What follows belongs to an exercise in optimizing a design on an open flow for small area and a short achievable clock period; a production flow would make more cautious choices. RTL that was checked went through simulation tests only; none was proved equivalent to the original. Function not checked in runs 1 to 4: the RTL went through the layout flow alone. Power is estimated from default activity; no workload was simulated.

File: flow/design.v
package pgb_pkg;
    localparam int QUEUE_DEPTH = 4;
    function automatic logic lt32(input logic [31:0] x, input logic [31:0] y);
        logic [31:0] l, e;
        l = ~x & y;
        e = ~(x ^ y);
        for (int w = 1; w < 32; w = w * 2) begin
            for (int i = 0; i < 32; i = i + 2 * w) begin
                l[i] = l[i+w] | (e[i+w] & l[i]);
                e[i] = e[i+w] & e[i];
            end
        end
        lt32 = l[0];
    endfunction
    function automatic logic [31:0] sub32(input logic [31:0] x, input logic [31:0] y);
        logic [31:0] p, g, pp, gg;
        logic [31:0] cin;
        p = x ^ ~y;
        g = x & ~y;
        pp = p;
        gg = g;
        for (int w = 1; w < 32; w = w * 2) begin
            for (int i = 31; i >= w; i = i - 1) begin
                gg[i] = gg[i] | (pp[i] & gg[i-w]);
                pp[i] = pp[i] & pp[i-w];
            end
        end
        cin[0] = 1'b1;
        for (int i = 1; i < 32; i = i + 1) begin
            cin[i] = gg[i-1] | pp[i-1];
        end
        sub32 = p ^ cin;
    endfunction
endpackage
module pgb_front (
    input  logic        i_clk,
    input  logic        i_rst_n,
    input  logic        i_accept,
    input  logic [31:0] i_vertex_a,
    input  logic [31:0] i_vertex_b,
    input  logic [31:0] i_vertex_c,
    input  logic [15:0] i_material,
    input  logic        i_last_triangle,
    output logic        o_closing,
    output logic [31:0] o_sv,
    output logic [31:0] o_span,
    output logic [16:0] o_cnt,
    output logic [31:0] o_sv1,
    output logic [31:0] o_ge1,
    output logic [16:0] o_cnt1,
    output logic [31:0] o_max1,
    output logic        o_wide1
);
    logic [15:0] r_mat;
    logic [31:0] r_sv, r_ge, r_max;
    logic [16:0] r_cnt;
    logic [31:0] a, b, c;
    logic        closing;
    logic        ab, ac, bc;
    logic        a_sv, b_sv, c_sv;      
    logic        a_ge, b_ge, c_ge;      
    logic        a_mx, b_mx, c_mx;      
    logic        a_one, b_one, c_one;   
    logic        mn_a, mn_b, mn_c;      
    logic        mx_a, mx_b, mx_c;      
    logic        t_sv, t_ge, t_mx, t_one;
    logic        use_inc;
    logic [31:0] tmin, tmax, tinc;
    assign a = i_vertex_a;
    assign b = i_vertex_b;
    assign c = i_vertex_c;
    assign closing = (i_material != r_mat);
    assign ab   = pgb_pkg::lt32(a, b);
    assign ac   = pgb_pkg::lt32(a, c);
    assign bc   = pgb_pkg::lt32(b, c);
    assign a_sv = pgb_pkg::lt32(a, r_sv);
    assign b_sv = pgb_pkg::lt32(b, r_sv);
    assign c_sv = pgb_pkg::lt32(c, r_sv);
    assign a_ge = !pgb_pkg::lt32(a, r_ge);
    assign b_ge = !pgb_pkg::lt32(b, r_ge);
    assign c_ge = !pgb_pkg::lt32(c, r_ge);
    assign a_mx = pgb_pkg::lt32(r_max, a);
    assign b_mx = pgb_pkg::lt32(r_max, b);
    assign c_mx = pgb_pkg::lt32(r_max, c);
    assign a_one = &a;
    assign b_one = &b;
    assign c_one = &c;
    assign mn_a = ab && ac;
    assign mn_b = !ab && bc;
    assign mn_c = !mn_a && !mn_b;
    assign mx_a = !ab && !ac;
    assign mx_c = !mx_a && bc;
    assign mx_b = !mx_a && !bc;
    assign t_sv  = (mn_a && a_sv) || (mn_b && b_sv) || (mn_c && c_sv);
    assign t_ge  = (mx_a && a_ge) || (mx_b && b_ge) || (mx_c && c_ge);
    assign t_mx  = (mx_a && a_mx) || (mx_b && b_mx) || (mx_c && c_mx);
    assign t_one = (mx_a && a_one) || (mx_b && b_one) || (mx_c && c_one);
    assign tmin = ({32{mn_a}} & a) | ({32{mn_b}} & b) | ({32{mn_c}} & c);
    assign tmax = ({32{mx_a}} & a) | ({32{mx_b}} & b) | ({32{mx_c}} & c);
    assign tinc = tmax + 32'd1;
    assign use_inc = !t_one && (closing || t_ge);
    assign o_sv1   = (closing || t_sv) ? tmin : r_sv;
    assign o_ge1   = use_inc ? tinc : (closing ? a : r_ge);
    assign o_max1  = t_mx ? tmax : r_max;
    assign o_wide1 = (|a[31:16]) || (|b[31:16]) || (|c[31:16]) || (|r_max[31:16]);
    assign o_cnt1  = closing ? 17'd1 : r_cnt + 17'd1;
    assign o_closing = closing;
    assign o_sv      = r_sv;
    assign o_span    = pgb_pkg::sub32(r_ge, r_sv);
    assign o_cnt     = r_cnt;
    always_ff @(posedge i_clk) begin
        if (!i_rst_n) begin
            r_mat <= '0;
            r_sv  <= '0;
            r_ge  <= '0;
            r_cnt <= '0;
            r_max <= '0;
        end else if (i_accept) begin
            if (i_last_triangle) begin
                r_mat <= '0;
                r_sv  <= '0;
                r_ge  <= '0;
                r_cnt <= '0;
                r_max <= '0;
            end else begin
                r_mat <= i_material;
                r_sv  <= o_sv1;
                r_ge  <= o_ge1;
                r_cnt <= o_cnt1;
                r_max <= o_max1;
            end
        end
    end
endmodule
module pgb_queue #(
    parameter int W = 8
) (
    input  logic         i_clk,
    input  logic         i_rst_n,
    input  logic         i_push,
    input  logic         i_pop,
    input  logic [W-1:0] i_data,
    output logic         o_full,
    output logic         o_empty,
    output logic [W-1:0] o_head,
    output logic [W-1:0] o_next
);
    logic [W-1:0] r_mem [0:3];
    logic [W-1:0] d [0:3];
    logic [3:0]   en;
    logic [3:0]   r_v;
    assign o_full  = r_v[3];
    assign o_empty = !r_v[0];
    assign o_head  = r_mem[0];
    assign o_next  = en[0] ? d[0] : r_mem[0];
    always_comb begin
        for (int i = 0; i < 4; i++) begin
            if (i == 3) begin
                d[i] = i_data;
            end else begin
                d[i] = (i_pop && r_v[i+1]) ? r_mem[i+1] : i_data;
            end
            if (i == 0) begin
                en[i] = i_pop || !r_v[0];
            end else begin
                en[i] = i_pop || (r_v[i-1] && !r_v[i]);
            end
        end
    end
    always_ff @(posedge i_clk) begin
        if (!i_rst_n) begin
            r_v <= '0;
        end else if (i_push && !i_pop) begin
            r_v <= {r_v[2:0], 1'b1};
        end else if (i_pop && !i_push) begin
            r_v <= {1'b0, r_v[3:1]};
        end
    end
    always_ff @(posedge i_clk) begin
        for (int i = 0; i < 4; i++) begin
            if (en[i]) r_mem[i] <= d[i];
        end
    end
endmodule
module pgb_back (
    input  logic        i_clk,
    input  logic        i_rst_n,
    input  logic        i_empty,
    input  logic        i_has_closed,
    input  logic        i_has_final,
    input  logic        i_next_has_closed,
    input  logic [16:0] i_next_cnt,
    input  logic [31:0] i_asv,
    input  logic [31:0] i_aspan,
    input  logic [16:0] i_cnt,
    input  logic [31:0] i_bsv,
    input  logic [31:0] i_bge,
    input  logic [31:0] i_bmax,
    input  logic        i_bwide,
    input  logic        i_stall,
    output logic        o_pop,
    output logic        o_valid,
    output logic [31:0] o_group_start_index,
    output logic [31:0] o_group_start_vertex,
    output logic [31:0] o_group_vertex_span,
    output logic [31:0] o_group_triangles,
    output logic [31:0] o_group_number,
    output logic        o_final_record,
    output logic        o_wide_indices,
    output logic [31:0] o_largest_index,
    output logic [31:0] o_index_total
);
    logic        r_second, r_fin;
    logic [17:0] r_acc, r_end;
    logic [16:0] r_grp;
    logic        take, two_recs, n_second;
    logic [17:0] n_acc;
    logic [16:0] n_cnt;
    assign o_valid  = !i_empty;
    assign take     = o_valid && !i_stall;
    assign two_recs = i_has_closed && i_has_final;
    assign o_pop    = take && (r_second || !two_recs);
    assign n_second = take ? (two_recs && !r_second) : r_second;
    assign n_acc    = !take ? r_acc : (r_fin ? 18'd0 : r_end);
    assign n_cnt    = n_second ? 17'd1 : i_next_cnt;
    assign o_group_start_index  = {14'd0, r_acc};
    assign o_group_start_vertex = r_fin ? i_bsv : i_asv;
    assign o_group_vertex_span  = r_fin ? pgb_pkg::sub32(i_bge, i_bsv) : i_aspan;
    assign o_group_triangles    = {15'd0, r_second ? 17'd1 : i_cnt};
    assign o_group_number       = {15'd0, r_grp};
    assign o_final_record       = r_fin;
    assign o_wide_indices       = r_fin && i_bwide;
    assign o_largest_index      = r_fin ? i_bmax : 32'd0;
    assign o_index_total        = r_fin ? {14'd0, r_end} : 32'd0;
    always_ff @(posedge i_clk) begin
        if (!i_rst_n) begin
            r_second <= 1'b0;
            r_fin    <= 1'b0;
            r_acc    <= '0;
            r_end    <= '0;
            r_grp    <= '0;
        end else begin
            r_second <= n_second;
            r_fin    <= n_second || !i_next_has_closed;
            r_acc    <= n_acc;
            r_end    <= n_acc + {1'b0, n_cnt} + {n_cnt, 1'b0};
            if (take) begin
                r_grp <= r_fin ? 17'd0 : r_grp + 17'd1;
            end
        end
    end
endmodule
module primitive_group_builder (
    input  logic        i_clk,
    input  logic        i_rst_n,
    input  logic        i_valid,
    output logic        o_stall,
    input  logic [31:0] i_vertex_a,
    input  logic [31:0] i_vertex_b,
    input  logic [31:0] i_vertex_c,
    input  logic [15:0] i_material,
    input  logic        i_last_triangle,
    output logic        o_valid,
    input  logic        i_stall,
    output logic [31:0] o_group_start_index,
    output logic [31:0] o_group_start_vertex,
    output logic [31:0] o_group_vertex_span,
    output logic [31:0] o_group_triangles,
    output logic [31:0] o_group_number,
    output logic        o_final_record,
    output logic        o_wide_indices,
    output logic [31:0] o_largest_index,
    output logic [31:0] o_index_total
);
    localparam int QW = 2 + 32 + 32 + 17 + 32 + 32 + 32 + 1;
    logic        full, empty, accept, push, pop, closing;
    logic [31:0] f_sv, f_span, f_sv1, f_ge1, f_max1;
    logic [16:0] f_cnt, f_cnt1;
    logic        f_wide1;
    logic        h_hc, h_hf, n_hc, n_hf;
    logic [31:0] h_asv, h_aspan, h_bsv, h_bge, h_bmax;
    logic [31:0] n_asv, n_aspan, n_bsv, n_bge, n_bmax;
    logic [16:0] h_cnt, n_cnt;
    logic        h_bwide, n_bwide;
    logic [QW-1:0] q_in, q_head, q_next;
    assign accept  = i_valid && !full;
    assign push    = accept && (closing || i_last_triangle);
    assign o_stall = full;
    pgb_front u_front (
        .i_clk           (i_clk),
        .i_rst_n         (i_rst_n),
        .i_accept        (accept),
        .i_vertex_a      (i_vertex_a),
        .i_vertex_b      (i_vertex_b),
        .i_vertex_c      (i_vertex_c),
        .i_material      (i_material),
        .i_last_triangle (i_last_triangle),
        .o_closing       (closing),
        .o_sv            (f_sv),
        .o_span          (f_span),
        .o_cnt           (f_cnt),
        .o_sv1           (f_sv1),
        .o_ge1           (f_ge1),
        .o_cnt1          (f_cnt1),
        .o_max1          (f_max1),
        .o_wide1         (f_wide1)
    );
    assign q_in = {closing, i_last_triangle, f_sv, f_span, closing ? f_cnt : f_cnt1,
                   f_sv1, f_ge1, f_max1, f_wide1};
    assign {h_hc, h_hf, h_asv, h_aspan, h_cnt, h_bsv, h_bge, h_bmax, h_bwide} = q_head;
    assign {n_hc, n_hf, n_asv, n_aspan, n_cnt, n_bsv, n_bge, n_bmax, n_bwide} = q_next;
    pgb_queue #(.W(QW)) u_queue (
        .i_clk   (i_clk),
        .i_rst_n (i_rst_n),
        .i_push  (push),
        .i_pop   (pop),
        .i_data  (q_in),
        .o_full  (full),
        .o_empty (empty),
        .o_head  (q_head),
        .o_next  (q_next)
    );
    pgb_back u_back (
        .i_clk                (i_clk),
        .i_rst_n              (i_rst_n),
        .i_empty              (empty),
        .i_has_closed         (h_hc),
        .i_has_final          (h_hf),
        .i_next_has_closed    (n_hc),
        .i_next_cnt           (n_cnt),
        .i_asv                (h_asv),
        .i_aspan              (h_aspan),
        .i_cnt                (h_cnt),
        .i_bsv                (h_bsv),
        .i_bge                (h_bge),
        .i_bmax               (h_bmax),
        .i_bwide              (h_bwide),
        .i_stall              (i_stall),
        .o_pop                (pop),
        .o_valid              (o_valid),
        .o_group_start_index  (o_group_start_index),
        .o_group_start_vertex (o_group_start_vertex),
        .o_group_vertex_span  (o_group_vertex_span),
        .o_group_triangles    (o_group_triangles),
        .o_group_number       (o_group_number),
        .o_final_record       (o_final_record),
        .o_wide_indices       (o_wide_indices),
        .o_largest_index      (o_largest_index),
        .o_index_total        (o_index_total)
    );
endmodule
File: flow/config.mk
export PLATFORM = sky130hd
export DESIGN_NAME = primitive_group_builder
export DESIGN_NICKNAME = primitive_group_builder
export VERILOG_FILES = /design/flow/design.v
export SDC_FILE = /design/flow/constraint.sdc
export NUM_CORES = 4
export LEC_CHECK = 0
export CAP_MARGIN = 20
export CORE_MARGIN = 2
export CORE_UTILIZATION = 40
export SLEW_MARGIN = 20
File: flow/run.sh
#!/bin/bash
# synth_recipe.tcl (not shown) runs the flow's synth.tcl, then flattens the netlist and writes it again
# the make line also repeats each setting of config.mk as NAME=value (left out here)
make -C /OpenROAD-flow-scripts/flow DESIGN_CONFIG=/design/flow/config.mk WORK_HOME=/design/flow/orfs CLKGATE_MAP_FILE= SYNTH_SCRIPT=/design/flow/synth_recipe.tcl finish
File: flow/constraint.sdc
create_clock -name core_clock -period 12.5 [get_ports {i_clk}]
set_input_delay 2.5000 -clock core_clock [delete_from_list [all_inputs] [get_ports {i_clk}]]
set_output_delay 2.5000 -clock core_clock [all_outputs]
set_load 0.01 [all_outputs]
==> impl_metrics.yaml, run 1 <==
clock_network:
  worstSkewPairLatency_ps: 740
  cts.sinks: 908
  htreeDepth: 3
  cts_setup_buffers: 0
  clockRootBuffer: "clkbuf_16"
  cts-resized-gates: 0
  cts_tree: "built"
  clk_path_buf_depth: 3
  path_clk_slew_ps: 60
  cts_hold_buf: 0
  cts_buffers: 102
layout:
  syn2layout_area_growth_pct: 15.0
  layout-drive-gt1-share_pct: 6.27
  nets: 6055
drt:
  drc_errors: 0
  vias_per_cell: 5.60
  via_count: 40900
  first_pass_iters: 6
  postRouteWirelength_um: 168000
  drtIter0Drc: 3571
  antenna_left: 0
  wire_per_inst_um: 23.0
hold_path:
  hp-class: "register to register"
floorplanning:
  initial_core_util_pct: 40.4
  io_pins: 345
  core_area_mm2: 0.130
  die_y_um: 366
  die_area_mm2: 0.134
  die_w_um: 366
  rows: 132
synth:
  ys_seq_area_share_pct: 48.1
  synth_ff_type: "edfxtp_1"
  synth-edff-count: 702
  synth_area_mm2: 0.0524
  synth.distinct_cells: 82
  synth_seq_cells: 908
  syn_area_per_cell_um2: 9.97
  synthCells: 5259
  async_reset_ff_share_pct: 0
  yosysWarnings: 5
placed_design:
  portBuffers: 286
  hpwl_um: 121000
  place_congestion: 0.960
critical_path:
  crit_type: "input port to register"
  crit_chain: "clkdlybuf4s50_1 > nand2b_1 > buf_4 > nor2_1 > inv_1 > nor2_4 > a22oi_1 > nand3_1 > inv_1 > fa_1 > inv_1 > ha_1 > fa_1 > a21o_1 > a21oi_1 > o21bai_1 > a31oi_1 > o211ai_1 > a21o_1 > a21o_1 > a31oi_1 > o21ai_0 > xnor2_1 > nor2_1"
  critPathArrivalTime_ps: 8770
  setup.worst_path.end_class: "register"
  critical_path.startpoint_type: "input port"
  required_ps: 13070
  slowest_delay_ps: 800
  cp_slowest_cell: "nor2_4"
  path_max_fanout: 43
pwr:
  p_leak_nw: 24.1
  max-vdd-ir-drop_uv: 115
  p_per_area_mw_per_mm2: 162
timing:
  setup-violations-final: 0
  hold_viol: 0
  slew_headroom_pct: 18.7
  setup_tns_ps: 0
  rsz0062_at_grt: "false"
  min_period_ps: 8200
  drv_slew: 0
  max_freq_mhz: 122
  period_share_pct: 65.6
  finalClockSkew_ps: 51.1
  worstMarginPinSlew_ps: 1220
  timing.hold.ws_ps: 493
global_routing:
  globalRouteMet3Util_pct: 2.79
  grt_pass1_wl_um: 252000
  grt_max_degree: 140
  grt-busiest-layer: "met2"
  first_global_vias: 39200
  grt_usage_pct: 24.5
  grt_use_met1_pct: 34.9
  antenna_found_initial: 4
  grt.overflow.total: 0
  grt_util_met2_pct: 38.5
status:
  status: "finished clean"
flow_run:
  drv_cap: 0
## per-layer routing
metal | routed length, um | share of wire, %
met1 | 76900 | 46
met2 | 75300 | 45
met3 | 10100 | 6.0
met4 | 5620 | 3.3
met5 | 0 | 0
## layout make-up
| type | count | area (um2) |
|---|---|---|
| repair buffers | 339 | 3320 |
| multi-input cells | 3795 | 25000 |
| well taps | 1742 | 2180 |
| flip-flops and latches | 908 | 25200 |
| clock inverters | 48 | 529 |
| inverters | 317 | 1200 |
| clock buffers | 143 | 2880 |
| fillers | 12300 | 69500 |
| diodes | 2 | 5.00 |
## cell usage in the layout, fill, tap and decap left out, drive strengths merged, types with 18 or more instances in the layout
cell,instances
clkbuf,143
a21oi,373
ha,458
and2,85
a21o,75
nor4,35
nand2,710
o211ai,29
nand4,74
a221oi,55
xor2,66
a211oi,43
o21a,30
nand3,57
clkdlybuf4s50,286
mux2,94
and3,36
buf,53
nor3,75
nor2b,47
a22o,72
dfxtp,206
a31oi,18
nand2b,27
xnor2,76
a221o,36
conb,58
inv,324
edfxtp,702
o21ai,400
mux2i,121
nor2,491
clkinv,32
## sequential cells by signal, indices dropped and copies added, names as in the netlist
| register | count |
|---|---|
| u_queue.r_mem | 720 |
| u_front.r_ge | 32 |
| u_front.r_max | 32 |
| u_front.r_sv | 32 |
| u_back.r_acc | 18 |
| u_back.r_end | 18 |
| u_back.r_grp | 17 |
| u_front.r_cnt | 17 |
| u_front.r_mat | 16 |
| u_queue.r_v | 4 |
| u_back.r_fin | 1 |
| u_back.r_second | 1 |
## stage by stage
stage          power, mW  cells  setup slack [ps]  cell area, um2  util (%)
3_5_place_dp        6.74   7100              3560           56900      43.8
6_report            9.74   7294              4300           60300      46.5
3_3_place_gp        6.69   7100              3570           56900      43.8
5_1_grt             10.2   7294              3680           60300      46.5
2_1_floorplan       5.77   5316               986           52600         -
4_1_cts             9.81   7291              4290           60300      46.4
## final timing paths
path	startpoint	end	slack, ps	depth (start not counted)
max	i_stall	u_back.r_end[17]	4300	24
min	u_front.r_cnt[1]	u_front.r_cnt[1]	490	2
min reg2reg	u_front.r_cnt[1]	u_front.r_cnt[1]	490	2
max reg2reg	u_back.r_second	u_back.r_end[17]	6090	22
## logic make-up (layout without fill, tap and decap cells)
logic type	Yosys count	after routing	synth area share, %
simple gates	1703	1703	14.5
compound gates	1202	1202	14.1
flops	908	908	48.1
buf+inv	613	847	4.93
fa+ha+maj	475	475	11.6
mux	215	215	4.36
xor+xnor	142	142	2.37
other cells	1	60	0.00715
## Yosys cell counts (76+ instances only)
| cell | instances | share of area, % |
|---|---|---|
| a21oi_1 | 371 | 3.5 |
| and2_1 | 84 | 1.0 |
| clkbuf_1 | 196 | 1.4 |
| dfxtp_1 | 206 | 7.9 |
| edfxtp_1 | 702 | 40 |
| ha_1 | 458 | 11 |
| inv_1 | 314 | 2.2 |
| mux2_2 | 94 | 2.0 |
| mux2i_1 | 119 | 2.3 |
| nand2_1 | 709 | 5.1 |
| nor2_1 | 490 | 3.5 |
| o21ai_0 | 373 | 3.6 |
| xnor2_1 | 76 | 1.3 |
## critical path, delay by kind of cell
family,cells,cell delay (ps)
buf+inv,5,1210
compound gates,10,1950
xor+xnor,1,170
simple gates,5,1760
fa+ha+maj,3,1180
## power breakdown
group / leakage (nW) / switching, mW / internal, mW
combinational: 14.0 / 1.59 / 0.969
clock: 1.66 / 1.31 / 1.75
sequential: 8.46 / 0.201 / 3.93
==> run 2: changes to the inputs <==
--- a/flow/design.v
+++ b/flow/design.v
@@ -48,8 +48,7 @@
     output logic [31:0] o_sv1,
     output logic [31:0] o_ge1,
     output logic [16:0] o_cnt1,
-    output logic [31:0] o_max1,
-    output logic        o_wide1
+    output logic [31:0] o_max1
 );
     logic [15:0] r_mat;
     logic [31:0] r_sv, r_ge, r_max;
@@ -102,7 +101,6 @@
     assign o_sv1   = (closing || t_sv) ? tmin : r_sv;
     assign o_ge1   = use_inc ? tinc : (closing ? a : r_ge);
     assign o_max1  = t_mx ? tmax : r_max;
-    assign o_wide1 = (|a[31:16]) || (|b[31:16]) || (|c[31:16]) || (|r_max[31:16]);
     assign o_cnt1  = closing ? 17'd1 : r_cnt + 17'd1;
     assign o_closing = closing;
     assign o_sv      = r_sv;
@@ -189,14 +187,12 @@
     input  logic        i_has_closed,
     input  logic        i_has_final,
     input  logic        i_next_has_closed,
-    input  logic [16:0] i_next_cnt,
     input  logic [31:0] i_asv,
     input  logic [31:0] i_aspan,
     input  logic [16:0] i_cnt,
     input  logic [31:0] i_bsv,
     input  logic [31:0] i_bge,
     input  logic [31:0] i_bmax,
-    input  logic        i_bwide,
     input  logic        i_stall,
     output logic        o_pop,
     output logic        o_valid,
@@ -211,40 +207,36 @@
     output logic [31:0] o_index_total
 );
     logic        r_second, r_fin;
-    logic [17:0] r_acc, r_end;
+    logic [17:0] r_acc;
     logic [16:0] r_grp;
     logic        take, two_recs, n_second;
-    logic [17:0] n_acc;
-    logic [16:0] n_cnt;
+    logic [16:0] cnt;
     assign o_valid  = !i_empty;
     assign take     = o_valid && !i_stall;
     assign two_recs = i_has_closed && i_has_final;
     assign o_pop    = take && (r_second || !two_recs);
     assign n_second = take ? (two_recs && !r_second) : r_second;
-    assign n_acc    = !take ? r_acc : (r_fin ? 18'd0 : r_end);
-    assign n_cnt    = n_second ? 17'd1 : i_next_cnt;
+    assign cnt      = r_second ? 17'd1 : i_cnt;
     assign o_group_start_index  = {14'd0, r_acc};
     assign o_group_start_vertex = r_fin ? i_bsv : i_asv;
     assign o_group_vertex_span  = r_fin ? pgb_pkg::sub32(i_bge, i_bsv) : i_aspan;
-    assign o_group_triangles    = {15'd0, r_second ? 17'd1 : i_cnt};
+    assign o_group_triangles    = {15'd0, cnt};
     assign o_group_number       = {15'd0, r_grp};
     assign o_final_record       = r_fin;
-    assign o_wide_indices       = r_fin && i_bwide;
+    assign o_wide_indices       = r_fin && (|i_bmax[31:16]);
     assign o_largest_index      = r_fin ? i_bmax : 32'd0;
-    assign o_index_total        = r_fin ? {14'd0, r_end} : 32'd0;
+    assign o_index_total        = r_fin ? {14'd0, r_acc + {1'b0, cnt} + {cnt, 1'b0}} : 32'd0;
     always_ff @(posedge i_clk) begin
         if (!i_rst_n) begin
             r_second <= 1'b0;
             r_fin    <= 1'b0;
             r_acc    <= '0;
-            r_end    <= '0;
             r_grp    <= '0;
         end else begin
             r_second <= n_second;
             r_fin    <= n_second || !i_next_has_closed;
-            r_acc    <= n_acc;
-            r_end    <= n_acc + {1'b0, n_cnt} + {n_cnt, 1'b0};
             if (take) begin
+                r_acc <= r_fin ? 18'd0 : r_acc + {1'b0, i_cnt} + {i_cnt, 1'b0};
                 r_grp <= r_fin ? 17'd0 : r_grp + 17'd1;
             end
         end
@@ -272,16 +264,14 @@
     output logic [31:0] o_largest_index,
     output logic [31:0] o_index_total
 );
-    localparam int QW = 2 + 32 + 32 + 17 + 32 + 32 + 32 + 1;
+    localparam int QW = 2 + 32 + 32 + 17 + 32 + 32 + 32;
     logic        full, empty, accept, push, pop, closing;
     logic [31:0] f_sv, f_span, f_sv1, f_ge1, f_max1;
     logic [16:0] f_cnt, f_cnt1;
-    logic        f_wide1;
     logic        h_hc, h_hf, n_hc, n_hf;
     logic [31:0] h_asv, h_aspan, h_bsv, h_bge, h_bmax;
     logic [31:0] n_asv, n_aspan, n_bsv, n_bge, n_bmax;
     logic [16:0] h_cnt, n_cnt;
-    logic        h_bwide, n_bwide;
     logic [QW-1:0] q_in, q_head, q_next;
     assign accept  = i_valid && !full;
     assign push    = accept && (closing || i_last_triangle);
@@ -302,13 +292,12 @@
         .o_sv1           (f_sv1),
         .o_ge1           (f_ge1),
         .o_cnt1          (f_cnt1),
-        .o_max1          (f_max1),
-        .o_wide1         (f_wide1)
+        .o_max1          (f_max1)
     );
     assign q_in = {closing, i_last_triangle, f_sv, f_span, closing ? f_cnt : f_cnt1,
-                   f_sv1, f_ge1, f_max1, f_wide1};
-    assign {h_hc, h_hf, h_asv, h_aspan, h_cnt, h_bsv, h_bge, h_bmax, h_bwide} = q_head;
-    assign {n_hc, n_hf, n_asv, n_aspan, n_cnt, n_bsv, n_bge, n_bmax, n_bwide} = q_next;
+                   f_sv1, f_ge1, f_max1};
+    assign {h_hc, h_hf, h_asv, h_aspan, h_cnt, h_bsv, h_bge, h_bmax} = q_head;
+    assign {n_hc, n_hf, n_asv, n_aspan, n_cnt, n_bsv, n_bge, n_bmax} = q_next;
     pgb_queue #(.W(QW)) u_queue (
         .i_clk   (i_clk),
         .i_rst_n (i_rst_n),
@@ -327,14 +316,12 @@
         .i_has_closed         (h_hc),
         .i_has_final          (h_hf),
         .i_next_has_closed    (n_hc),
-        .i_next_cnt           (n_cnt),
         .i_asv                (h_asv),
         .i_aspan              (h_aspan),
         .i_cnt                (h_cnt),
         .i_bsv                (h_bsv),
         .i_bge                (h_bge),
         .i_bmax               (h_bmax),
-        .i_bwide              (h_bwide),
         .i_stall              (i_stall),
         .o_pop                (pop),
         .o_valid              (o_valid),
--- a/flow/config.mk
+++ b/flow/config.mk
@@ -7,5 +7,6 @@
 export LEC_CHECK = 0
 export CAP_MARGIN = 20
 export CORE_MARGIN = 2
-export CORE_UTILIZATION = 40
+export CORE_UTILIZATION = 60
+export SETUP_SLACK_MARGIN = 5
 export SLEW_MARGIN = 20
==> impl_metrics.yaml, run 2 <==
status:
  status: "finished clean"
pwr:
  comb_power_share_pct: 27.4
  max-vdd-ir-drop_uv: 159
  power.switching_mw: 3.05
  clkPwrFrac_pct: 29.7
  internal_power_mw: 6.39
  swShare_pct: 32.3
  seq_power_share_pct: 42.9
  p_per_area_mw_per_mm2: 156
  p_leak_nw: 25.0
synth:
  yosysTopAreaCell: "edfxtp_1"
  ys_seq_area_share_pct: 46.9
  synthCells: 5251
  synth_seq_cells: 886
  yosysWarnings: 5
  ys_top_cells_by_count: "edfxtp_1 (715), nand2_1 (661), ha_1 (475), o21ai_0 (410), a21oi_1 (382)"
  async_reset_ff_share_pct: 0
  synth_ff_type: "edfxtp_1"
  ys_top_cells_by_area: "edfxtp_1 (40%), ha_1 (11%), dfxtp_1 (6.4%)"
  synth_area_mm2: 0.0531
  synth-edff-count: 715
  synth_top_area_share_pct: 40.4
  yosysMostFrequentCell: "edfxtp_1"
  syn_area_per_cell_um2: 10.1
  synth.distinct_cells: 93
timing:
  finalClockSkew_ps: 48.1
  period_share_pct: 61.9
  fin_ws_ps: 4770
  max_freq_mhz: 129
  rsz0062_at_grt: "false"
  setup-violations-final: 0
  slew_headroom_pct: 18.3
  drv_slew: 0
  worstMarginPinSlew_ps: 1210
  hold_viol: 0
  setup_tns_ps: 0
  min_period_ps: 7730
layout:
  seqCellArea_mm2: 0.0249
  largest_reg_flops: 716
  fillerInstances: 6809
  final_common_cell: "edfxtp_1"
  regMostFlops: "u_queue.r_mem"
  syn2layout_area_growth_pct: 14.1
  multi_input_area_mm2: 0.0262
  nets: 6103
  layout-drive-gt1-share_pct: 7.92
  final_cell_mix: "edfxtp_1 (715), nand2_1 (656), ha_1 (475)"
global_routing:
  first_global_vias: 40800
  grt.overflow.total: 0
  grt_pass1_wl_um: 258000
  antenna_found_initial: 2
  grt_usage_pct: 37.8
  grt_max_degree: 196
hold_path:
  whs_path_depth: 2
  hp-class: "register to register"
clock_network:
  cts.sinks: 886
  clockRootBuffer: "clkbuf_16"
  cts_hold_buf: 0
  worstSkewPairLatency_ps: 700
  cts_tree: "built"
  clk_path_buf_depth: 3
  cts_buffers: 92
  htreeDepth: 3
  path_clk_slew_ps: 60
drt:
  drc_errors: 0
  antenna_left: 0
  via_count: 43300
  wire_per_inst_um: 26.1
  first_pass_iters: 7
  drtIter0Drc: 5089
  vias_per_cell: 6.45
  postRouteWirelength_um: 175000
floorplanning:
  initial_core_util_pct: 60.3
  rows: 109
  die_y_um: 302
  die_area_mm2: 0.0909
  core_area_mm2: 0.0881
  io_pins: 345
  die_w_um: 302
placed_design:
  pre_cts_ws_ps: 3360
  place_congestion: 1.07
  hpwl_um: 125000
  portBuffers: 286
critical_path:
  critPathArrivalTime_ps: 8130
  worst-r2r-cell-count: 11
  crit_type: "input port to register"
  setup.worst_path.end_class: "register"
  required_ps: 12900
  critical_path.startpoint_type: "input port"
  path_max_fanout: 13
flow_run:
  drv_cap: 0
==> run 2: cell types whose count changed in the layout (fill, tap and decap cells not counted), sizes merged, moves of 34 or more <==
cell	before	now
a221oi	55	7
buf	53	87
clkbuf	143	107
clkdlybuf4s50	286	247
dfxtp	206	171
dlymetal6s2s	0	35
nand2	710	662
nand3	57	91
nor2	491	372
==> run 2: through the flow <==
step	instances	total power [mW]	area, um2	hold slack [ps]	utilization (%)
finish	6720	9.44	60600	464	68.7
global route	6720	9.82	60600	486	68.7
CTS	6714	9.39	60400	467	68.5
detailed placement	6531	6.58	57000	459	64.7
global placement	6530	6.51	57000	450	64.7
floorplan	5308	5.62	53300	444	-
==> run 2: layout make-up <==
type,count,share of cell area (%)
Antenna cell,1,0.00413
Clock buffer,107,3.93
Clock inverter,64,1.21
Inverter,329,2.04
Multi-Input combinational cell,3795,43.2
Sequential cell,886,41.1
Tap cell,1165,2.41
Timing Repair Buffer,373,6.11
==> run 2: timing repair <==
item | 4_1_cts | 5_1_grt
cloned | 2 | 0
pin swaps | 6 | 8
setup buffers | 10 | 5
gates resized for setup | 40 | 54
endpoints found under the setup margin | 379 | 238
==> run 2: kinds of logic (layout without fill, tap and decap cells) <==
group           count (synthesis)  in the layout  synth area share, %
mux                           211            211                 4.33
xor+xnor                      144            144                 2.39
fa+ha+maj                     509            509                 12.5
other cells                     1             59              0.00706
simple gates                 1584           1585                 13.7
flops                         886            886                 46.9
buf+inv                       629            873                 5.01
compound gates               1287           1288                 15.2
==> run 2: routing by layer <==
metal / wire (um) / vias up / global-route usage [%] / share of wire (%)
li1: - / 19500 / - / -
met1: 71300 / 20900 / 52.3 / 41
met2: 75700 / 2331 / 56.5 / 43
met3: 18700 / 558 / 8.75 / 11
met4: 9480 / 0 / 17.6 / 5.4
met5: 0 / - / 0 / 0
==> run 2: worst paths after layout <==
path                           from                   end  slack [ps]
setup / recovery     i_vertex_b[11]  u_queue.r_mem[0][41]        4770
hold / removal    u_front.r_mat[10]     u_front.r_mat[10]         460
setup reg to reg    u_front.r_ge[2]  u_queue.r_mem[0][41]        6930
hold reg to reg   u_front.r_mat[10]     u_front.r_mat[10]         460
==> run 2: critical path, cell delays in order <==
cell and delay, ps:
clkdlybuf4s50_1 770, inv_1 280, ha_1 330, nor2_1 110, o21ai_0 80, nor4_1 810
o21ai_0 520, a221o_1 490, o22ai_1 410, o21ai_0 400, a21o_2 510, o21ai_1 690
o21ai_0 220
==> run 2: power groups by stage <==
stage          sequential, mW  combinational (mW)  clock, mW
3_5_place_dp             4.10                2.48          0
2_1_floorplan            4.07                1.55          0
6_report                 4.05                2.59       2.80
5_1_grt                  4.08                2.79       2.95
3_3_place_gp             4.08                2.42          0
4_1_cts                  4.04                2.52       2.83
==> run 3: changes to the inputs <==
--- a/flow/config.mk
+++ b/flow/config.mk
@@ -7,6 +7,5 @@
 export LEC_CHECK = 0
 export CAP_MARGIN = 20
 export CORE_MARGIN = 2
-export CORE_UTILIZATION = 60
-export SETUP_SLACK_MARGIN = 5
+export CORE_UTILIZATION = 40
 export SLEW_MARGIN = 20
==> impl_metrics.yaml, run 3 <==
clock_network:
  cts_hold_buf: 0
  worstSkewPairLatency_ps: 710
  cts-resized-gates: 0
  cts.sinks: 886
  htreeDepth: 3
  path_clk_slew_ps: 60
  clk_path_buf_depth: 3
  clockRootBuffer: "clkbuf_16"
  cts_buffers: 98
  cts_setup_buffers: 0
  cts_tree: "built"
synth:
  async_reset_ff_share_pct: 0
  synth_top_family_by_area: "compound AO/OA/AOI/OAI gates"
  syn_area_per_cell_um2: 10.1
  synth.distinct_cells: 93
  muxShareOfSynthArea_pct: 4.33
  yosys.area_share.simple_pct: 13.7
  ys_top_cells_by_count: "edfxtp_1 (715), nand2_1 (661), ha_1 (475), o21ai_0 (410), a21oi_1 (382)"
  synth_top_area_share_pct: 40.4
  yosysMostFrequentCell: "edfxtp_1"
  synth_area_mm2: 0.0531
  yosysTopAreaCell: "edfxtp_1"
  yosysWarnings: 5
  synthCells: 5251
  synth_compound_area_share_pct: 15.2
  synth_ff_type: "edfxtp_1"
  ys_top_cells_by_area: "edfxtp_1 (40%), ha_1 (11%), dfxtp_1 (6.4%)"
  synth_seq_cells: 886
  synth_xor_xnor_area_share_pct: 2.39
  synth-edff-count: 715
  yosys.area_share.adder_pct: 12.5
  ys_seq_area_share_pct: 46.9
global_routing:
  grt_max_degree: 196
  grt_pass1_wl_um: 271000
  grt.overflow.total: 0
  grt_usage_pct: 26.7
  antenna_found_initial: 2
  first_global_vias: 39700
pwr:
  p_per_area_mw_per_mm2: 155
  max-vdd-ir-drop_uv: 103
  p_leak_nw: 24.6
layout:
  syn2layout_area_growth_pct: 14.9
  final_cells: 7307
  nets: 6095
  regMostFlops: "u_queue.r_mem"
  final_common_cell: "edfxtp_1"
  final_cell_mix: "edfxtp_1 (715), nand2_1 (657), ha_1 (475)"
  fin_util_pct: 46.3
  n_antenna_cell: 0
  largest_reg_flops: 716
  layout-drive-gt1-share_pct: 7.22
drt:
  antenna_left: 0
  vias_per_cell: 5.75
  first_pass_iters: 6
  postRouteWirelength_um: 186000
  via_count: 42000
  wire_per_inst_um: 25.4
  drtIter0Drc: 3982
  drc_errors: 0
timing:
  worstMarginPinSlew_ps: 1140
  drv_slew: 0
  max_freq_mhz: 117
  slew_headroom_pct: 23.1
  rsz0062_at_grt: "false"
  finalClockSkew_ps: 58.4
  hold_viol: 0
  period_share_pct: 68.5
  setup-violations-final: 0
  setup_tns_ps: 0
  min_period_ps: 8560
hold_path:
  hold_start: "u_front.r_mat[2]"
  hold_end: "u_front.r_mat[2]"
  whs_path_depth: 2
  hp-class: "register to register"
critical_path:
  required_ps: 12900
  critPathArrivalTime_ps: 8960
  worst-r2r-cell-count: 11
  setup.worst_path.end_class: "register"
  ff2ff_setup_slack_ps: 7110
  critical_path.startpoint_type: "input port"
  path_max_fanout: 27
  r2r-start: "u_front.r_ge[25]"
  crit_type: "input port to register"
  r2r-end: "u_queue.r_mem[1][43]"
placed_design:
  hpwl_um: 136000
  portBuffers: 286
  place_inst: 7123
  place_congestion: 1.01
status:
  status: "finished clean"
floorplanning:
  initial_core_util_pct: 40.3
  rows: 133
  die_area_mm2: 0.136
  io_pins: 345
  core_area_mm2: 0.132
  die_w_um: 368
  die_y_um: 368
flow_run:
  drv_cap: 0
==> run 3: cell counts after synthesis <==
Identical to the previous run, type by type.
==> run 3: report_power, final <==
group | internal [mW] | leakage, nW | switching [mW]
logic | 0.964 | 14.7 | 1.59
registers | 3.82 | 8.36 | 0.216
clock network | 1.68 | 1.56 | 1.21
total | 6.46 | 24.6 | 3.02
==> run 3: final cells by class <==
type | instances | area [um2]
Multi-Input combinational cell | 3793 | 25900
Sequential cell | 886 | 24900
Clock buffer | 135 | 2690
Clock inverter | 48 | 509
Inverter | 329 | 1230
Tap cell | 1755 | 2200
Timing Repair Buffer | 361 | 3530
Fill cell | 12300 | 70600
==> run 3: through the flow <==
step                      hold WS [ps]  power (mW)  cell area (um2)  setup slack (ps)
after floorplan                    444        5.62            53300              3130
after global placement             450        6.58            57800              3610
after detailed placement           456        6.63            57800              3510
after CTS                          464        9.55            61000              3910
after global routing               475        9.93            61000              3470
final                              463        9.48            61000              3940
==> run 3: cell families (layout without fill, tap and decap cells) <==
logic type / count (synthesis) / in the layout
simple gates: 1584 / 1584
compound gates: 1287 / 1287
flops: 886 / 886
buf+inv: 629 / 873
fa+ha+maj: 509 / 509
mux: 211 / 211
xor+xnor: 144 / 144
other cells: 1 / 58
==> run 3: worst max-delay path, cell delays in order <==
cell and delay, ps:
clkdlybuf4s50_1 930, inv_1 400, ha_1 410, and3_1 150
nand4_1 200, nor4_1 630, a211o_1 250, buf_4 260
buf_4 420, nor2_2 70, o21ai_0 430, ha_1 300
inv_1 60, a31oi_1 210, o221ai_2 130, buf_4 230
nor4_1 640, nand3_1 200, mux2i_1 360, o31ai_1 140
==> run 3: metal layers <==
metal / vias to the layer above / part of all wire (%) / GRT usage, % / routed length (um)
met5: - / 0.0070 / 0 / 13
met4: 2 / 4.1 / 9.98 / 7590
met3: 339 / 6.9 / 4.46 / 12900
met2: 1690 / 44 / 41.1 / 81800
met1: 20500 / 45 / 37.7 / 83500
li1: 19500 / - / - / -
==> run 3: how the worst max path moves through the flow <==
stage	start	end	slack [ps]	cells past startpoint
final	i_vertex_a[27]	u_queue.r_mem[2][62]	3940	20
after global routing	u_back.r_second	o_index_total[17]	3470	18
after global placement	i_vertex_a[30]	u_queue.r_mem[2][67]	3610	18
after detailed placement	i_vertex_a[30]	u_queue.r_mem[0][62]	3510	20
after floorplan	i_stall	u_queue.r_mem[3][0]	3130	4
after CTS	u_back.r_second	o_index_total[17]	3910	18
==> run 4: changes to the inputs <==
--- a/flow/design.v
+++ b/flow/design.v
@@ -12,11 +12,10 @@
         end
         lt32 = l[0];
     endfunction
-    function automatic logic [31:0] sub32(input logic [31:0] x, input logic [31:0] y);
+    function automatic logic [31:0] add32(input logic [31:0] x, input logic [31:0] y);
         logic [31:0] p, g, pp, gg;
-        logic [31:0] cin;
-        p = x ^ ~y;
-        g = x & ~y;
+        p = x ^ y;
+        g = x & y;
         pp = p;
         gg = g;
         for (int w = 1; w < 32; w = w * 2) begin
@@ -25,11 +24,22 @@
                 pp[i] = pp[i] & pp[i-w];
             end
         end
-        cin[0] = 1'b1;
-        for (int i = 1; i < 32; i = i + 1) begin
-            cin[i] = gg[i-1] | pp[i-1];
-        end
-        sub32 = p ^ cin;
+        add32 = p ^ {gg[30:0], 1'b0};
+    endfunction
+    function automatic logic [31:0] span32(input logic [31:0] e, input logic [31:0] sv);
+        logic [31:0] y, k, s, cy;
+        y = ~sv;
+        k = 32'd2;
+        s = e ^ y ^ k;
+        cy = (e & y) | (e & k) | (y & k);
+        span32 = add32(s, {cy[30:0], 1'b0});
+    endfunction
+    function automatic logic [31:0] add3x32(input logic [31:0] x, input logic [31:0] c);
+        logic [31:0] y, s, cy;
+        y = {c[30:0], 1'b0};
+        s = x ^ y ^ c;
+        cy = (x & y) | (x & c) | (y & c);
+        add3x32 = add32(s, {cy[30:0], 1'b0});
     endfunction
 endpackage
 module pgb_front (
@@ -46,12 +56,12 @@
     output logic [31:0] o_span,
     output logic [16:0] o_cnt,
     output logic [31:0] o_sv1,
-    output logic [31:0] o_ge1,
+    output logic [31:0] o_e1,
     output logic [16:0] o_cnt1,
     output logic [31:0] o_max1
 );
     logic [15:0] r_mat;
-    logic [31:0] r_sv, r_ge, r_max;
+    logic [31:0] r_sv, r_e, r_max;
     logic [16:0] r_cnt;
     logic [31:0] a, b, c;
     logic        closing;
@@ -63,8 +73,8 @@
     logic        mn_a, mn_b, mn_c;      
     logic        mx_a, mx_b, mx_c;      
     logic        t_sv, t_ge, t_mx, t_one;
-    logic        use_inc;
-    logic [31:0] tmin, tmax, tinc;
+    logic        e_one, ge_hit;
+    logic [31:0] tmin, tmax, a_dec;
     assign a = i_vertex_a;
     assign b = i_vertex_b;
     assign c = i_vertex_c;
@@ -75,9 +85,9 @@
     assign a_sv = pgb_pkg::lt32(a, r_sv);
     assign b_sv = pgb_pkg::lt32(b, r_sv);
     assign c_sv = pgb_pkg::lt32(c, r_sv);
-    assign a_ge = !pgb_pkg::lt32(a, r_ge);
-    assign b_ge = !pgb_pkg::lt32(b, r_ge);
-    assign c_ge = !pgb_pkg::lt32(c, r_ge);
+    assign a_ge = pgb_pkg::lt32(r_e, a);
+    assign b_ge = pgb_pkg::lt32(r_e, b);
+    assign c_ge = pgb_pkg::lt32(r_e, c);
     assign a_mx = pgb_pkg::lt32(r_max, a);
     assign b_mx = pgb_pkg::lt32(r_max, b);
     assign c_mx = pgb_pkg::lt32(r_max, c);
@@ -96,34 +106,41 @@
     assign t_one = (mx_a && a_one) || (mx_b && b_one) || (mx_c && c_one);
     assign tmin = ({32{mn_a}} & a) | ({32{mn_b}} & b) | ({32{mn_c}} & c);
     assign tmax = ({32{mx_a}} & a) | ({32{mx_b}} & b) | ({32{mx_c}} & c);
-    assign tinc = tmax + 32'd1;
-    assign use_inc = !t_one && (closing || t_ge);
+    assign a_dec = a - 32'd1;
+    assign e_one  = &r_e;
+    assign ge_hit = !t_one && (t_ge || e_one);
     assign o_sv1   = (closing || t_sv) ? tmin : r_sv;
-    assign o_ge1   = use_inc ? tinc : (closing ? a : r_ge);
+    always_comb begin
+        if (closing) begin
+            o_e1 = t_one ? a_dec : tmax;
+        end else begin
+            o_e1 = ge_hit ? tmax : r_e;
+        end
+    end
     assign o_max1  = t_mx ? tmax : r_max;
     assign o_cnt1  = closing ? 17'd1 : r_cnt + 17'd1;
     assign o_closing = closing;
     assign o_sv      = r_sv;
-    assign o_span    = pgb_pkg::sub32(r_ge, r_sv);
+    assign o_span    = pgb_pkg::span32(r_e, r_sv);
     assign o_cnt     = r_cnt;
     always_ff @(posedge i_clk) begin
         if (!i_rst_n) begin
             r_mat <= '0;
             r_sv  <= '0;
-            r_ge  <= '0;
+            r_e   <= '1;
             r_cnt <= '0;
             r_max <= '0;
         end else if (i_accept) begin
             if (i_last_triangle) begin
                 r_mat <= '0;
                 r_sv  <= '0;
-                r_ge  <= '0;
+                r_e   <= '1;
                 r_cnt <= '0;
                 r_max <= '0;
             end else begin
                 r_mat <= i_material;
                 r_sv  <= o_sv1;
-                r_ge  <= o_ge1;
+                r_e   <= o_e1;
                 r_cnt <= o_cnt1;
                 r_max <= o_max1;
             end
@@ -191,7 +208,7 @@
     input  logic [31:0] i_aspan,
     input  logic [16:0] i_cnt,
     input  logic [31:0] i_bsv,
-    input  logic [31:0] i_bge,
+    input  logic [31:0] i_be,
     input  logic [31:0] i_bmax,
     input  logic        i_stall,
     output logic        o_pop,
@@ -211,6 +228,8 @@
     logic [16:0] r_grp;
     logic        take, two_recs, n_second;
     logic [16:0] cnt;
+    logic [17:0] idx_one;
+    logic [31:0] idx_cnt;
     assign o_valid  = !i_empty;
     assign take     = o_valid && !i_stall;
     assign two_recs = i_has_closed && i_has_final;
@@ -219,13 +238,15 @@
     assign cnt      = r_second ? 17'd1 : i_cnt;
     assign o_group_start_index  = {14'd0, r_acc};
     assign o_group_start_vertex = r_fin ? i_bsv : i_asv;
-    assign o_group_vertex_span  = r_fin ? pgb_pkg::sub32(i_bge, i_bsv) : i_aspan;
+    assign o_group_vertex_span  = r_fin ? pgb_pkg::span32(i_be, i_bsv) : i_aspan;
     assign o_group_triangles    = {15'd0, cnt};
     assign o_group_number       = {15'd0, r_grp};
     assign o_final_record       = r_fin;
     assign o_wide_indices       = r_fin && (|i_bmax[31:16]);
     assign o_largest_index      = r_fin ? i_bmax : 32'd0;
-    assign o_index_total        = r_fin ? {14'd0, r_acc + {1'b0, cnt} + {cnt, 1'b0}} : 32'd0;
+    assign idx_one              = r_acc + 18'd3;
+    assign idx_cnt              = pgb_pkg::add3x32({14'd0, r_acc}, {15'd0, i_cnt});
+    assign o_index_total        = !r_fin ? 32'd0 : r_second ? {14'd0, idx_one} : {14'd0, idx_cnt[17:0]};
     always_ff @(posedge i_clk) begin
         if (!i_rst_n) begin
             r_second <= 1'b0;
@@ -266,11 +287,11 @@
 );
     localparam int QW = 2 + 32 + 32 + 17 + 32 + 32 + 32;
     logic        full, empty, accept, push, pop, closing;
-    logic [31:0] f_sv, f_span, f_sv1, f_ge1, f_max1;
+    logic [31:0] f_sv, f_span, f_sv1, f_e1, f_max1;
     logic [16:0] f_cnt, f_cnt1;
     logic        h_hc, h_hf, n_hc, n_hf;
-    logic [31:0] h_asv, h_aspan, h_bsv, h_bge, h_bmax;
-    logic [31:0] n_asv, n_aspan, n_bsv, n_bge, n_bmax;
+    logic [31:0] h_asv, h_aspan, h_bsv, h_be, h_bmax;
+    logic [31:0] n_asv, n_aspan, n_bsv, n_be, n_bmax;
     logic [16:0] h_cnt, n_cnt;
     logic [QW-1:0] q_in, q_head, q_next;
     assign accept  = i_valid && !full;
@@ -290,14 +311,14 @@
         .o_span          (f_span),
         .o_cnt           (f_cnt),
         .o_sv1           (f_sv1),
-        .o_ge1           (f_ge1),
+        .o_e1           (f_e1),
         .o_cnt1          (f_cnt1),
         .o_max1          (f_max1)
     );
     assign q_in = {closing, i_last_triangle, f_sv, f_span, closing ? f_cnt : f_cnt1,
-                   f_sv1, f_ge1, f_max1};
-    assign {h_hc, h_hf, h_asv, h_aspan, h_cnt, h_bsv, h_bge, h_bmax} = q_head;
-    assign {n_hc, n_hf, n_asv, n_aspan, n_cnt, n_bsv, n_bge, n_bmax} = q_next;
+                   f_sv1, f_e1, f_max1};
+    assign {h_hc, h_hf, h_asv, h_aspan, h_cnt, h_bsv, h_be, h_bmax} = q_head;
+    assign {n_hc, n_hf, n_asv, n_aspan, n_cnt, n_bsv, n_be, n_bmax} = q_next;
     pgb_queue #(.W(QW)) u_queue (
         .i_clk   (i_clk),
         .i_rst_n (i_rst_n),
@@ -320,7 +341,7 @@
         .i_aspan              (h_aspan),
         .i_cnt                (h_cnt),
         .i_bsv                (h_bsv),
-        .i_bge                (h_bge),
+        .i_be                 (h_be),
         .i_bmax               (h_bmax),
         .i_stall              (i_stall),
         .o_pop                (pop),
==> flow/flow/run.sh (new file) <==
#!/bin/bash
# The standard layout, with the port buffers made from buf_4 cells instead of
# the delay buffers buffer_ports picks by default. Everything else, synthesis
# included, is the standard.sh unchanged.
set -euo pipefail
export BUFFER_PORTS_ARGS="-buffer_cell sky130_fd_sc_hd__buf_4"
bash standard.sh > standard_flow.log 2>&1
==> flow/standard.sh (new file) <==
#!/bin/bash
# synth_recipe.tcl (not shown) runs the flow's synth.tcl, then flattens the netlist and writes it again
# the make line also repeats each setting of config.mk as NAME=value (left out here)
make -C /OpenROAD-flow-scripts/flow DESIGN_CONFIG=/design/flow/config.mk WORK_HOME=/design/flow/orfs CLKGATE_MAP_FILE= SYNTH_SCRIPT=/design/flow/synth_recipe.tcl "${@:-finish}"
removed: flow/run.sh
==> impl_metrics.yaml, run 4 <==
synth:
  ys_top_cells_by_area: "edfxtp_1 (38%), ha_1 (12%), dfxtp_1 (6.1%)"
  yosysTopAreaCell: "edfxtp_1"
  ys_top_cells_by_count: "edfxtp_1 (715), nand2_1 (582), ha_1 (534), nor2_1 (431), a21oi_1 (321)"
  ys_seq_area_share_pct: 44.5
  yosysMostFrequentCell: "edfxtp_1"
  async_reset_ff_share_pct: 0
  synth_area_mm2: 0.0559
  synth-edff-count: 715
  syn_area_per_cell_um2: 9.92
  synthCells: 5639
  synth_seq_cells: 886
  synth_top_area_share_pct: 38.4
  synth.distinct_cells: 92
  synth_ff_type: "edfxtp_1"
  yosysWarnings: 5
timing:
  setup-violations-final: 0
  period_share_pct: 60.7
  max_freq_mhz: 132
  finalClockSkew_ps: 47.4
  min_period_ps: 7590
  worstMarginPinSlew_ps: 1180
  hold_viol: 0
  rsz0062_at_grt: "false"
  drv_slew: 0
  setup_tns_ps: 0
  slew_headroom_pct: 18.8
pwr:
  p_leak_nw: 25.8
  max-vdd-ir-drop_uv: 107
  internal_power_mw: 6.68
  seq_power_share_pct: 40.7
  comb_power_share_pct: 30.5
  power.switching_mw: 3.51
  p_per_area_mw_per_mm2: 162
  swShare_pct: 34.4
  clkPwrFrac_pct: 28.8
drt:
  wire_per_inst_um: 27.0
  drtIter0Drc: 4810
  vias_per_cell: 6.01
  first_pass_iters: 7
  postRouteWirelength_um: 210000
  via_count: 46600
  drc_errors: 0
  antenna_left: 0
floorplanning:
  rows: 137
  die_w_um: 378
  core_area_mm2: 0.139
  die_area_mm2: 0.143
  initial_core_util_pct: 40.2
  die_y_um: 378
  io_pins: 345
layout:
  layout-drive-gt1-share_pct: 12.3
  seqCellArea_mm2: 0.0249
  fin_util_pct: 45.3
  final_common_cell: "edfxtp_1"
  final_cell_mix: "edfxtp_1 (715), nand2_1 (578), ha_1 (534)"
  fillerInstances: 13300
  design_area_mm2: 0.0631
  regMostFlops: "u_queue.r_mem"
  nets: 6467
  largest_reg_flops: 716
  multi_input_area_mm2: 0.0287
  syn2layout_area_growth_pct: 12.8
critical_path:
  path_max_fanout: 28
  critPathArrivalTime_ps: 8110
  setup.worst_path.end_class: "register"
  critical_path.startpoint_type: "input port"
  crit_type: "input port to register"
  required_ps: 13020
hold_path:
  hp-class: "register to register"
global_routing:
  grt_max_degree: 160
  globalRouteMet3Util_pct: 4.96
  grt_use_met1_pct: 37.5
  grt_util_met2_pct: 45.1
  grt-busiest-layer: "met2"
  grt.overflow.total: 0
  first_global_vias: 44000
  antenna_found_initial: 9
  grt_pass1_wl_um: 302000
  grt_usage_pct: 28.7
clock_network:
  htreeDepth: 3
  cts_hold_buf: 0
  worstSkewPairLatency_ps: 730
  cts-resized-gates: 0
  clockRootBuffer: "clkbuf_16"
  path_clk_slew_ps: 60
  cts_tree: "built"
  clk_path_buf_depth: 3
  cts.sinks: 886
  cts_buffers: 97
  cts_setup_buffers: 0
flow_run:
  drv_cap: 0
placed_design:
  postPlaceCellArea_mm2: 0.0598
  portBuffers: 286
  hpwl_um: 153000
  place_congestion: 1.04
status:
  status: "finished clean"
run 4: final timing paths:
check	start	to	slack [ps]	cells past startpoint
worst min-delay path	u_front.r_max[4]	u_front.r_max[4]	490	1
worst max register to register	u_front.r_e[29]	u_front.r_e[10]	6290	12
worst min register to register	u_front.r_max[4]	u_front.r_max[4]	490	1
worst max-delay path	i_vertex_a[2]	u_front.r_e[10]	4910	13
run 4: cell families (layout without fill, tap and decap cells):
logic type	after synthesis	after routing	share of synthesized area, %
simple gates	1726	1726	14.5
compound gates	1462	1462	17.2
flops	886	886	44.5
buf+inv	663	846	4.92
fa+ha+maj	554	554	12.7
mux	185	185	3.65
xor+xnor	162	162	2.54
other cells	1	61	0.00670
run 4: metal layers:
layer	part of all wire, %	vias to the layer above
li1	-	21300
met1	42	22700
met2	45	2126
met3	7.6	495
met4	6.1	6
met5	0.022	-
run 4: power groups by stage:
stage	logic, mW	registers [mW]	clock network (mW)
floorplan	1.96	4.11	0
global placement	3.00	4.19	0
detailed placement	3.04	4.20	0
CTS	3.06	4.15	2.99
global route	3.37	4.18	3.10
finish	3.10	4.15	2.94
run 4: final cells by class:
class	instances	area share, %
Antenna cell	3	0.0119
Clock buffer	130	4.19
Clock inverter	52	0.966
Inverter	294	1.75
Multi-Input combinational cell	4147	45.4
Sequential cell	886	39.5
Tap cell	1876	3.72
Timing Repair Buffer	370	4.45
run 4: through the flow:
| step | hold WS [ps] | power (mW) | cells | setup slack (ps) |
|---|---|---|---|---|
| after floorplan | 406 | 6.07 | 5696 | 3140 |
| after global placement | 463 | 7.19 | 7571 | 4550 |
| after detailed placement | 463 | 7.25 | 7572 | 4480 |
| after CTS | 483 | 10.2 | 7754 | 5200 |
| after global routing | 498 | 10.7 | 7756 | 4870 |
| final | 486 | 10.2 | 7758 | 4910 |
run 4: worst max-delay path, cell delays in order:
cell,delay (ps)
buf_4,230
inv_1,190
ha_1,340
a211oi_1,260
a211oi_1,140
a211o_1,350
a221oi_1,580
o2111ai_1,330
or3_4,620
mux2_2,660
nand3_1,790
nor2_1,880
a221oi_1,170
==> run 5: changes to the inputs <==
--- a/flow/design.v
+++ b/flow/design.v
@@ -100,10 +100,10 @@
     assign mx_a = !ab && !ac;
     assign mx_c = !mx_a && bc;
     assign mx_b = !mx_a && !bc;
-    assign t_sv  = (mn_a && a_sv) || (mn_b && b_sv) || (mn_c && c_sv);
-    assign t_ge  = (mx_a && a_ge) || (mx_b && b_ge) || (mx_c && c_ge);
-    assign t_mx  = (mx_a && a_mx) || (mx_b && b_mx) || (mx_c && c_mx);
-    assign t_one = (mx_a && a_one) || (mx_b && b_one) || (mx_c && c_one);
+    assign t_sv  = a_sv || b_sv || c_sv;
+    assign t_ge  = a_ge || b_ge || c_ge;
+    assign t_mx  = a_mx || b_mx || c_mx;
+    assign t_one = a_one || b_one || c_one;
     assign tmin = ({32{mn_a}} & a) | ({32{mn_b}} & b) | ({32{mn_c}} & c);
     assign tmax = ({32{mx_a}} & a) | ({32{mx_b}} & b) | ({32{mx_c}} & c);
     assign a_dec = a - 32'd1;
@@ -121,7 +121,7 @@
     assign o_cnt1  = closing ? 17'd1 : r_cnt + 17'd1;
     assign o_closing = closing;
     assign o_sv      = r_sv;
-    assign o_span    = pgb_pkg::span32(r_e, r_sv);
+    assign o_span    = r_e - r_sv + 32'd1;
     assign o_cnt     = r_cnt;
     always_ff @(posedge i_clk) begin
         if (!i_rst_n) begin
==> flow/flow/run.sh (replaced) <==
#!/bin/bash
# The standard layout (the standard.sh, synthesis included, unchanged)
# with two changes to how the layout is optimised:
#  - the port buffers are buf_4 cells instead of the delay buffers that
#    buffer_ports picks by default;
#  - repair_timing aims for a setup slack of SETUP_SLACK_MARGIN ns.
# The clock period and constraints are the standard flow's.
set -euo pipefail
export BUFFER_PORTS_ARGS="-buffer_cell sky130_fd_sc_hd__buf_4"
export SETUP_SLACK_MARGIN=7
bash standard.sh > standard_flow.log 2>&1
--- a/flow/config.mk
+++ b/flow/config.mk
@@ -7,5 +7,5 @@
 export LEC_CHECK = 0
 export CAP_MARGIN = 20
 export CORE_MARGIN = 2
-export CORE_UTILIZATION = 40
+export CORE_UTILIZATION = 60
 export SLEW_MARGIN = 20
==> impl_metrics.yaml, run 5 <==
timing:
  worstMarginPinSlew_ps: 1130
  min_period_ps: 6570
  rsz0062_at_grt: "true"
  period_share_pct: 52.6
  hold_viol: 0
  slew_headroom_pct: 24.7
  finalClockSkew_ps: 30.1
  setup_tns_ps: 0
  drv_slew: 0
  setup-violations-final: 0
  max_freq_mhz: 152
pwr:
  p_per_area_mw_per_mm2: 161
  p_leak_nw: 26.8
  max-vdd-ir-drop_uv: 141
drt:
  drtIter0Drc: 6245
  first_pass_iters: 8
  postRouteWirelength_um: 199000
  drc_errors: 0
  via_count: 48800
  wire_per_inst_um: 27.3
  vias_per_cell: 6.69
  antenna_left: 0
synth:
  synthCells: 5669
  yosysMostFrequentCell: "edfxtp_1"
  ys_seq_area_share_pct: 44.3
  yosysWarnings: 5
  synth_ff_type: "edfxtp_1"
  ys_top_cells_by_area: "edfxtp_1 (38%), ha_1 (12%), dfxtp_1 (6.1%)"
  ys_top_cells_by_count: "edfxtp_1 (715), nor2_1 (605), ha_1 (534), nand2_1 (514), a21oi_1 (473)"
  syn_area_per_cell_um2: 9.90
  synth_top_area_share_pct: 38.3
  synth.distinct_cells: 105
  yosysTopAreaCell: "edfxtp_1"
  async_reset_ff_share_pct: 0
  synth_seq_cells: 886
  synth_area_mm2: 0.0561
  synth-edff-count: 715
clock_network:
  path_clk_slew_ps: 60
  clk_path_buf_depth: 3
  clockRootBuffer: "clkbuf_16"
  htreeDepth: 3
  cts.sinks: 886
  cts_buffers: 94
  cts_tree: "built"
  cts_hold_buf: 0
  worstSkewPairLatency_ps: 690
critical_path:
  ff2ff_setup_slack_ps: 7680
  required_ps: 10000
  critical_path.startpoint_type: "register"
  r2r-end: "u_queue.r_mem[0][142]"
  worst-r2r-cell-count: 12
  setup.worst_path.end_class: "output pin"
  critPathArrivalTime_ps: 4070
  crit_type: "register to output pin"
  critPathCapture: "o_group_vertex_span[31]"
  path_max_fanout: 5
  cp-startpoint: "u_queue.r_mem[0][78]"
  r2r-start: "u_front.r_sv[17]"
layout:
  regMostFlops: "u_queue.r_mem"
  final_cell_mix: "edfxtp_1 (715), nor2_1 (591), nand2_1 (506)"
  final_common_cell: "edfxtp_1"
  largest_reg_flops: 716
  fillerInstances: 7131
  syn2layout_area_growth_pct: 18.0
  multi_input_area_mm2: 0.0309
  layout-drive-gt1-share_pct: 18.9
  nets: 6625
  seqCellArea_mm2: 0.0249
  design_area_mm2: 0.0662
floorplanning:
  die_area_mm2: 0.0960
  initial_core_util_pct: 60.3
  rows: 112
  core_area_mm2: 0.0930
  die_w_um: 310
  io_pins: 345
  die_y_um: 310
placed_design:
  hpwl_um: 133000
  portBuffers: 286
  postPlaceCellArea_mm2: 0.0590
  place_congestion: 1.03
hold_path:
  hp-class: "register to register"
global_routing:
  first_global_vias: 44300
  grt.overflow.total: 0
  grt_usage_pct: 39.8
  grt_pass1_wl_um: 285000
  grt_max_degree: 165
  antenna_found_initial: 1
flow_run:
  drv_cap: 0
status:
  status: "finished clean"
==> run 5: cell types whose count changed after synthesis, moves of 34 or more <==
cell,delta
a21oi_1,+152
a221oi_1,+61
a31oi_1,-68
buf_2,+34
clkbuf_1,-45
inv_1,+37
mux2_2,-66
nand2_1,-68
nand3_1,-47
nand4_1,-83
nor2_1,+174
o211ai_1,-91
==> run 5: repair_timing <==
item | in CTS | in global routing
buffers inserted | 70 | 54
cloned | 10 | 4
gates resized for setup | 314 | 235
pin swaps | 115 | 66
setup endpoints to repair | 549 | 420
==> run 5: final cells by class <==
cell class	count	share of cell area, %
Clock buffer	128	3.95
Clock inverter	48	0.686
Multi-Input combinational cell	4160	46.7
Tap cell	1254	2.37
Sequential cell	886	37.6
Timing Repair Buffer	478	6.75
Antenna cell	2	0.00756
Inverter	334	1.92
==> run 5: worst min-delay path by stage <==
| stage | end | slack (ps) | depth (start not counted) | from |
|---|---|---|---|---|
| floorplan | u_front.r_max[1] | 470 | 1 | u_front.r_max[1] |
| global placement | u_queue.r_mem[1][118] | 480 | 2 | u_queue.r_mem[2][118] |
| detailed placement | u_queue.r_mem[0][113] | 490 | 2 | u_queue.r_mem[1][113] |
| CTS | u_queue.r_mem[0][114] | 510 | 2 | u_queue.r_mem[1][114] |
| global route | u_queue.r_mem[2][126] | 530 | 2 | u_queue.r_mem[3][126] |
| finish | u_front.r_mat[6] | 510 | 2 | u_front.r_mat[6] |
==> run 5: metal layers <==
metal | wire [um] | global-route usage [%]
met5 | 67 | 0
met4 | 13400 | 22.3
met3 | 22600 | 9.18
met2 | 84100 | 58.0
met1 | 78900 | 54.7
==> run 5: worst max-delay path, cell delays in order, from the launching register on <==
cell and delay (ps):
edfxtp_1 570, inv_1 130, ha_1 310, ha_2 400, nand2_2 150, a21boi_0 310
o2111ai_2 210, o311ai_2 320, o211ai_1 260, o21ai_1 300, mux2i_1 220, nand3_1 100
buf_6 130
==> run 5: logic make-up after synthesis <==
group / synth area share, %
buffers and inverters: 5.24
AO/OA/AOI/OAI: 19.3
AND/OR/NAND/NOR: 14.1
multiplexers: 2.27
adder cells (fa/ha/maj): 12.6
other: 0.00668
flip-flops: 44.3
XOR/XNOR: 2.12
==> run 5: stage by stage <==
stage,setup slack (ps),instances,power (mW),utilization [%],hold WS [ps]
after floorplan,6280,5726,6.04,-,472
after global placement,5000,6974,7.05,63.5,485
after detailed placement,4840,6974,7.12,63.5,490
after CTS,5990,7230,10.3,69.4,508
after global routing,5800,7288,11.1,71.2,527
final,5930,7290,10.7,71.2,508
==> run 5: where the power goes <==
group          switching, mW  internal, mW
Sequential             0.264          3.85
Combinational           2.23          1.53
Clock                   1.19          1.61
Total                   3.68          6.99

afterwards: timing with drivers on the ports:
In the flow no input, the clock included, has a driving cell. The finished layouts below were timed again as built, in two steps.
Step 1, drivers: a clkbuf_16 drives i_clk and a buf_2 each remaining input, both assumed.
Step 2, shift: input delay + t, output delay - t, t = (earliest + latest rising clock arrival at the registers) / 2. This alone moves slack from input paths to output paths.
a / b / c = no drivers / after step 1 / after step 2; a / b = the first two.
run	shift t [ns]	setup WS [ns]	pins driven straight from the clock port
run 1	0.795	4.296 / 4.349 / 3.554	1
run 2	0.755	4.765 / 4.819 / 4.064	1
run 3	0.754	3.937 / 3.982 / 3.228	1
run 4	0.778	4.908 / 4.942 / 4.164	1
run 5	0.758	5.928 / 5.847 / 6.094	1
After both steps setup and hold are still met in every run listed. For run 4, which loses most, drivers alone change the setup slack by +0.034 ns; drivers and shift together by -0.744 ns.
